This design comes from an exercise in tuning for a short achievable clock period and few clock cycles on the open sky130 flow, not from production work. In this exercise RTL edits were held to simulation tests only and were not proved equivalent to the original. No activity file was given, so power comes from the tool's default toggle rates.

==> run a: inputs <==
Design dcacheTop, start of the top module:
module dcacheTop (
	input  logic        CLK,
	input  logic        nRST,
	input  logic        cpuRen,
	input  logic        cpuWen,
	input  logic [31:0] cpuAddr,
	input  logic [31:0] cpuStore,
	input  logic        halt,
	output logic        dHit,
	output logic [31:0] loadData,
	output logic        flushed,
	output logic        memRen,
	output logic        memWen,
	output logic [31:0] memAddr,
	output logic [31:0] memStore,
	input  logic [31:0] memLoad,
	input  logic        memWait
);
Settings: LEC_CHECK=0, ABC_CLOCK_PERIOD_IN_PS=1500, CAP_MARGIN=20, CORE_MARGIN=2, CORE_UTILIZATION=40, SLEW_MARGIN=20; clock period 10.0 ns.
standard.sh (not shown) runs the stock make flow with config.mk's settings and CLKGATE_MAP_FILE= SYNTH_SCRIPT=/design/flow/synth_recipe.tcl, a recipe that flattens the netlist after the stock synthesis.
==> flow/flow/run.sh <==
#!/bin/bash
# The standard layout, with timing repair aimed well below the clock period
set -euo pipefail
bash standard.sh SETUP_SLACK_MARGIN=6.5 finish > standard.log 2>&1
==> inputs of run b, as changes to run a <==
--- a/flow/design.v
+++ b/flow/design.v
@@ -87,12 +87,13 @@
 	localparam logic [3:0] S_FB    = 4'd6;
 	localparam logic [3:0] S_FWA   = 4'd7;   
 	localparam logic [3:0] S_FWB   = 4'd8;
 	localparam logic [3:0] S_FST   = 4'd9;   
 	localparam logic [3:0] S_DONE  = 4'd10;
 	localparam logic [3:0] S_FLUSH = 4'd11;  
+	localparam logic [3:0] S_FIX   = 4'd12;  
 	logic [25:0] tag0 [8];
 	logic [25:0] tag1 [8];
 	logic [31:0] a0 [8];
 	logic [31:0] b0 [8];
 	logic [31:0] a1 [8];
 	logic [31:0] b1 [8];
@@ -150,12 +151,23 @@
 		end
 	end
 	logic hit0, hit1, hit;
 	assign hit0 = |(eq0 & dec);
 	assign hit1 = |(eq1 & dec);
 	assign hit = hit0 || hit1;
+	logic [7:0] pm0, pm1;
+	always_comb begin
+		for (int s = 0; s < 8; s++) begin
+			pm0[s] = valid0[s] && (tag0[s][3:0] == cTag[3:0]);
+			pm1[s] = valid1[s] && (tag1[s][3:0] == cTag[3:0]);
+		end
+	end
+	logic pred, predB, mispred;
+	assign pred = |(pm1 & dec);
+	assign predB = |(pm0 & dec);
+	assign mispred = cpuRen && ((hit0 && pred) || (hit1 && predB));
 	logic [31:0] w0, w1;
 	assign w0 = off ? b0[idx] : a0[idx];
 	assign w1 = off ? b1[idx] : a1[idx];
 	logic [7:0] vwS, wb0S, wb1S;
 	logic vw, wb0, wb1, vDirty;
 	assign vw = vwS[idx];
@@ -169,16 +181,24 @@
 	logic [25:0] mTag;
 	logic [2:0]  mIdx;
 	logic        mOff;
 	assign mTag = rqAddr[29:4];
 	assign mIdx = rqAddr[3:1];
 	assign mOff = rqAddr[0];
+	logic [2:0]  rIdx;
+	logic        rOff;
+	always_ff @(posedge CLK) begin
+		if (state == S_LOOK) begin
+			rIdx <= cpuAddr[5:3];
+			rOff <= cpuAddr[2];
+		end
+	end
 	logic [25:0] mvTag;
 	logic [31:0] mvB;
-	assign mvTag = vWay ? tag1[mIdx] : tag0[mIdx];
-	assign mvB = vWay ? b1[mIdx] : b0[mIdx];
+	assign mvTag = vWay ? tag1[rIdx] : tag0[rIdx];
+	assign mvB = vWay ? b1[rIdx] : b0[rIdx];
 	logic found;
 	logic fw;
 	logic [2:0] fi;
 	always_comb begin
 		fw = 1'b0;
 		fi = '0;
@@ -209,16 +229,20 @@
 	assign sA = fwQ ? a1[fiQ] : a0[fiQ];
 	logic [31:0] fB;
 	assign fB = fWay ? b1[fIdx] : b0[fIdx];
 	logic [31:0] scanAddr, scanStore;
 	assign scanAddr = foundQ ? {sTag, fiQ, 3'b000} : 32'h00003100;
 	assign scanStore = foundQ ? sA : hitCount;
-	logic [31:0] fillWord, ld0, ld1;
-	assign fillWord = mOff ? memLoad : holdA;
-	assign ld0 = (state == S_FB) ? fillWord : w0;
-	assign ld1 = (state == S_FB) ? fillWord : w1;
+	logic [31:0] fillWord;
+	assign fillWord = rOff ? memLoad : holdA;
+	logic [31:0] fixWord;
+	assign fixWord = hWay ? (rOff ? b1[rIdx] : a1[rIdx]) : (rOff ? b0[rIdx] : a0[rIdx]);
+	logic altLd;
+	logic [31:0] altWord;
+	assign altLd = (state == S_FB) || (state == S_FIX);
+	assign altWord = (state == S_FB) ? fillWord : fixWord;
 	logic look, resp, respWrite;
 	assign look = (state == S_LOOK);
 	assign resp = (state == S_RESP);
 	assign respWrite = resp && rqWen;
 	logic startFlush;    
 	assign startFlush = (state == S_FLUSH) || (state == S_FWB && !memWait);
@@ -232,26 +256,34 @@
 		end else begin
 			dHitQ <= 1'b0;
 			case (state)
 				S_LOOK: begin
 					if (lkReq) begin
 						if (hit) begin
-							dHitQ <= 1'b1;
-							state <= S_RESP;
+							if (mispred) begin
+								state <= S_FIX;
+							end else begin
+								dHitQ <= 1'b1;
+								state <= S_RESP;
+							end
 						end else if (vDirty) begin
 							memWenQ <= 1'b1;
 							state <= S_WBA;
 						end else begin
 							memRenQ <= 1'b1;
 							state <= S_FA;
 						end
 					end else if (lkHalt) begin
 						state <= S_FLUSH;
 					end
 				end
 				S_RESP, S_RESPM: state <= S_LOOK;
+				S_FIX: begin
+					dHitQ <= 1'b1;
+					state <= S_RESP;
+				end
 				S_WBA: if (!memWait) state <= S_WBB;
 				S_WBB: if (!memWait) begin
 					memWenQ <= 1'b0;
 					memRenQ <= 1'b1;
 					state <= S_FA;
 				end
@@ -274,43 +306,68 @@
 				end
 				S_DONE: state <= S_DONE;
 				default: state <= S_LOOK;
 			endcase
 		end
 	end
-	always_ff @(posedge CLK) begin
+	logic [25:0] fTag;
+	logic [31:0] fA;
+	assign fTag = fWay ? tag1[fIdx] : tag0[fIdx];
+	assign fA = fWay ? a1[fIdx] : a0[fIdx];
+	logic [31:0] mvA;
+	assign mvA = vWay ? a1[rIdx] : a0[rIdx];
+	logic [31:0] addrN, storeN;
+	always_comb begin
+		addrN = {mTag, mIdx, 3'b100};
+		storeN = mvB;
 		case (state)
 			S_LOOK: begin
-				vWay <= vw;
-				hWay <= hit1;
-				memAddrQ <= {(vDirty ? vTag : cTag), idx, 3'b000};
-				memStoreQ <= vA;
+				addrN = {(vDirty ? vTag : cTag), idx, 3'b000};
+				storeN = vA;
 			end
 			S_FLUSH: begin
-				memAddrQ <= scanAddr;
-				memStoreQ <= scanStore;
+				addrN = scanAddr;
+				storeN = scanStore;
 			end
-			S_WBA: if (!memWait) begin
-				memAddrQ <= {mvTag, mIdx, 3'b100};
-				memStoreQ <= mvB;
-			end
-			S_WBB: if (!memWait) memAddrQ <= {mTag, mIdx, 3'b000};
-			S_FA: if (!memWait) memAddrQ <= {mTag, mIdx, 3'b100};
-			S_FWA: if (!memWait) begin
-				memAddrQ <= {memAddrQ[31:3], 3'b100};
-				memStoreQ <= fB;
-			end
-			S_FWB: if (!memWait) begin
-				memAddrQ <= scanAddr;
-				memStoreQ <= scanStore;
+			S_WBA: begin
+				addrN = {mvTag, mIdx, !memWait, 2'b00};
+				storeN = memWait ? mvA : mvB;
+			end
+			S_WBB: begin
+				addrN = memWait ? {mvTag, mIdx, 3'b100} : {mTag, mIdx, 3'b000};
+				storeN = mvB;
+			end
+			S_FA: addrN = {mTag, mIdx, !memWait, 2'b00};
+			S_FB: addrN = {mTag, mIdx, 3'b100};
+			S_FWA: begin
+				addrN = {fTag, fIdx, !memWait, 2'b00};
+				storeN = memWait ? fA : fB;
+			end
+			S_FWB: begin
+				addrN = memWait ? {fTag, fIdx, 3'b100} : scanAddr;
+				storeN = memWait ? fB : scanStore;
+			end
+			S_FST: begin
+				addrN = 32'h00003100;
+				storeN = hitCount;
+			end
+			default: ;
+		endcase
+	end
+	always_ff @(posedge CLK) begin
+		case (state)
+			S_LOOK: begin
+				vWay <= vw;
+				hWay <= hit1;
 			end
-			S_FST: ;
 			default: ;
 		endcase
-		loadDataQ[15:0] <= hit0 ? ld0[15:0] : ld1[15:0];
-		loadDataQ[31:16] <= hit1 ? ld1[31:16] : ld0[31:16];
+		memAddrQ <= addrN;
+		memStoreQ <= storeN;
+		loadDataQ[15:0] <= altLd ? altWord[15:0] : (pred ? w1[15:0] : w0[15:0]);
+		loadDataQ[31:16] <= altLd ? altWord[31:16] : (predB ? w0[31:16] : w1[31:16]);
 		if (state == S_FA) begin
 			holdA <= memLoad;
 		end
 		if (startFlush) begin
 			fWay <= fwQ;
 			fIdx <= fiQ;
==> flow/flow/run.sh (replaced) <==
#!/bin/bash
# The standard layout, with timing repair aimed well below the clock period
set -euo pipefail
bash standard.sh SETUP_SLACK_MARGIN=6.0 finish > standard.log 2>&1
==> inputs of run c, as changes to run a <==
--- a/flow/design.v
+++ b/flow/design.v
@@ -87,12 +87,13 @@
 	localparam logic [3:0] S_FB    = 4'd6;
 	localparam logic [3:0] S_FWA   = 4'd7;   
 	localparam logic [3:0] S_FWB   = 4'd8;
 	localparam logic [3:0] S_FST   = 4'd9;   
 	localparam logic [3:0] S_DONE  = 4'd10;
 	localparam logic [3:0] S_FLUSH = 4'd11;  
+	localparam logic [3:0] S_FIX   = 4'd12;  
 	logic [25:0] tag0 [8];
 	logic [25:0] tag1 [8];
 	logic [31:0] a0 [8];
 	logic [31:0] b0 [8];
 	logic [31:0] a1 [8];
 	logic [31:0] b1 [8];
@@ -150,12 +151,21 @@
 		end
 	end
 	logic hit0, hit1, hit;
 	assign hit0 = |(eq0 & dec);
 	assign hit1 = |(eq1 & dec);
 	assign hit = hit0 || hit1;
+	logic [7:0] pm1;
+	always_comb begin
+		for (int s = 0; s < 8; s++) begin
+			pm1[s] = valid1[s] && (tag1[s][3:0] == cTag[3:0]);
+		end
+	end
+	logic pred, mispred;
+	assign pred = |(pm1 & dec);
+	assign mispred = cpuRen && ((hit0 && pred) || (hit1 && !pred));
 	logic [31:0] w0, w1;
 	assign w0 = off ? b0[idx] : a0[idx];
 	assign w1 = off ? b1[idx] : a1[idx];
 	logic [7:0] vwS, wb0S, wb1S;
 	logic vw, wb0, wb1, vDirty;
 	assign vw = vwS[idx];
@@ -209,16 +219,20 @@
 	assign sA = fwQ ? a1[fiQ] : a0[fiQ];
 	logic [31:0] fB;
 	assign fB = fWay ? b1[fIdx] : b0[fIdx];
 	logic [31:0] scanAddr, scanStore;
 	assign scanAddr = foundQ ? {sTag, fiQ, 3'b000} : 32'h00003100;
 	assign scanStore = foundQ ? sA : hitCount;
-	logic [31:0] fillWord, ld0, ld1;
+	logic [31:0] fillWord;
 	assign fillWord = mOff ? memLoad : holdA;
-	assign ld0 = (state == S_FB) ? fillWord : w0;
-	assign ld1 = (state == S_FB) ? fillWord : w1;
+	logic [31:0] fixWord;
+	assign fixWord = hWay ? (mOff ? b1[mIdx] : a1[mIdx]) : (mOff ? b0[mIdx] : a0[mIdx]);
+	logic altLd;
+	logic [31:0] altWord;
+	assign altLd = (state == S_FB) || (state == S_FIX);
+	assign altWord = (state == S_FB) ? fillWord : fixWord;
 	logic look, resp, respWrite;
 	assign look = (state == S_LOOK);
 	assign resp = (state == S_RESP);
 	assign respWrite = resp && rqWen;
 	logic startFlush;    
 	assign startFlush = (state == S_FLUSH) || (state == S_FWB && !memWait);
@@ -232,26 +246,34 @@
 		end else begin
 			dHitQ <= 1'b0;
 			case (state)
 				S_LOOK: begin
 					if (lkReq) begin
 						if (hit) begin
-							dHitQ <= 1'b1;
-							state <= S_RESP;
+							if (mispred) begin
+								state <= S_FIX;
+							end else begin
+								dHitQ <= 1'b1;
+								state <= S_RESP;
+							end
 						end else if (vDirty) begin
 							memWenQ <= 1'b1;
 							state <= S_WBA;
 						end else begin
 							memRenQ <= 1'b1;
 							state <= S_FA;
 						end
 					end else if (lkHalt) begin
 						state <= S_FLUSH;
 					end
 				end
 				S_RESP, S_RESPM: state <= S_LOOK;
+				S_FIX: begin
+					dHitQ <= 1'b1;
+					state <= S_RESP;
+				end
 				S_WBA: if (!memWait) state <= S_WBB;
 				S_WBB: if (!memWait) begin
 					memWenQ <= 1'b0;
 					memRenQ <= 1'b1;
 					state <= S_FA;
 				end
@@ -303,14 +325,13 @@
 				memAddrQ <= scanAddr;
 				memStoreQ <= scanStore;
 			end
 			S_FST: ;
 			default: ;
 		endcase
-		loadDataQ[15:0] <= hit0 ? ld0[15:0] : ld1[15:0];
-		loadDataQ[31:16] <= hit1 ? ld1[31:16] : ld0[31:16];
+		loadDataQ <= altLd ? altWord : (pred ? w1 : w0);
 		if (state == S_FA) begin
 			holdA <= memLoad;
 		end
 		if (startFlush) begin
 			fWay <= fwQ;
 			fIdx <= fiQ;
==> summary.txt <==
Via count, lowest first: run a, run b, run c. The highest core utilization belongs to run a, the lowest to run b. The lowest maximum frequency belongs to run a, the highest to run c. Worst hold slack, lowest first: run b, run a, run c. Between run b and run c, the lower flip-flop and latch count is in run c (gap 7). Run a completed with no timing, DRC or antenna violations. Run c produced a clean layout. Run b went through all stages and came out clean. Between run c and run b, the lower register-to-register slack is in run b (gap 0.28 ns).
==> figures <==
metric                                                 run c             run a                run b
Area added between synthesis and finish                20.1%             24.8%                16.1%
Met1 GRT Util                                          45.2%             44.8%                41.6%
Placeable Area                                     0.238 mm2         0.233 mm2            0.262 mm2
Max Freq                                             257 MHz           241 MHz              243 MHz
Combinational fraction of design power                 27.9%             30.3%                36.1%
Post-synthesis adder-cell area fraction               0.105%           0.0937%              0.0832%
Sequential Power Share                                 39.7%             38.3%                34.2%
Group drawing the most power                sequential cells  sequential cells  combinational logic
PwrDens                                           206 mW/mm2        209 mW/mm2           223 mW/mm2
Average footprint of a synthesized cell             14.7 um2          15.2 um2             16.3 um2
Run status                                    finished clean    finished clean       finished clean
First-pass detailed-route iteration total                 12                 6                    7
Via count of the first global-routing pass             69900             65400                71100
Testbench counts of run a, summed over its fixed seeds: cycles 73,540.
Testbench counts of run b, summed over its fixed seeds: cycles 73,735.
Testbench counts of run c, summed over its fixed seeds: cycles 73,635.

[re-timing with driven ports]
How much do the figures lean on ideal ports? The routed layouts below were timed once more, with nothing changed but the port constraints.
Step 1 assumes that a clkbuf_16 drives the clock port and a buf_2 every other input.
Step 2 times the ports against the registers' clock, not the clock port: input delays grow and output delays shrink by t, the midpoint of the rising clock arrivals with the driver on.
a / b / c = ideal / step 1 / step 2; a / b = the first two.
| run | shift t [ns] | setup slack, ns | hold slack, ns |
|---|---|---|---|
| run a | 0.970 | 5.844 / 5.733 / 4.763 | 0.462 / 0.462 / 0.462 |
| run b | 0.964 | 5.885 / 5.725 / 4.761 | 0.442 / 0.442 / 0.442 |
| run c | 0.978 | 6.113 / 5.985 / 5.006 | 0.487 / 0.487 / 0.487 |
After both steps every run listed still meets setup and hold. The setup slack of run b, which loses most, moves by -0.160 ns with the drivers and by -1.124 ns with both steps.
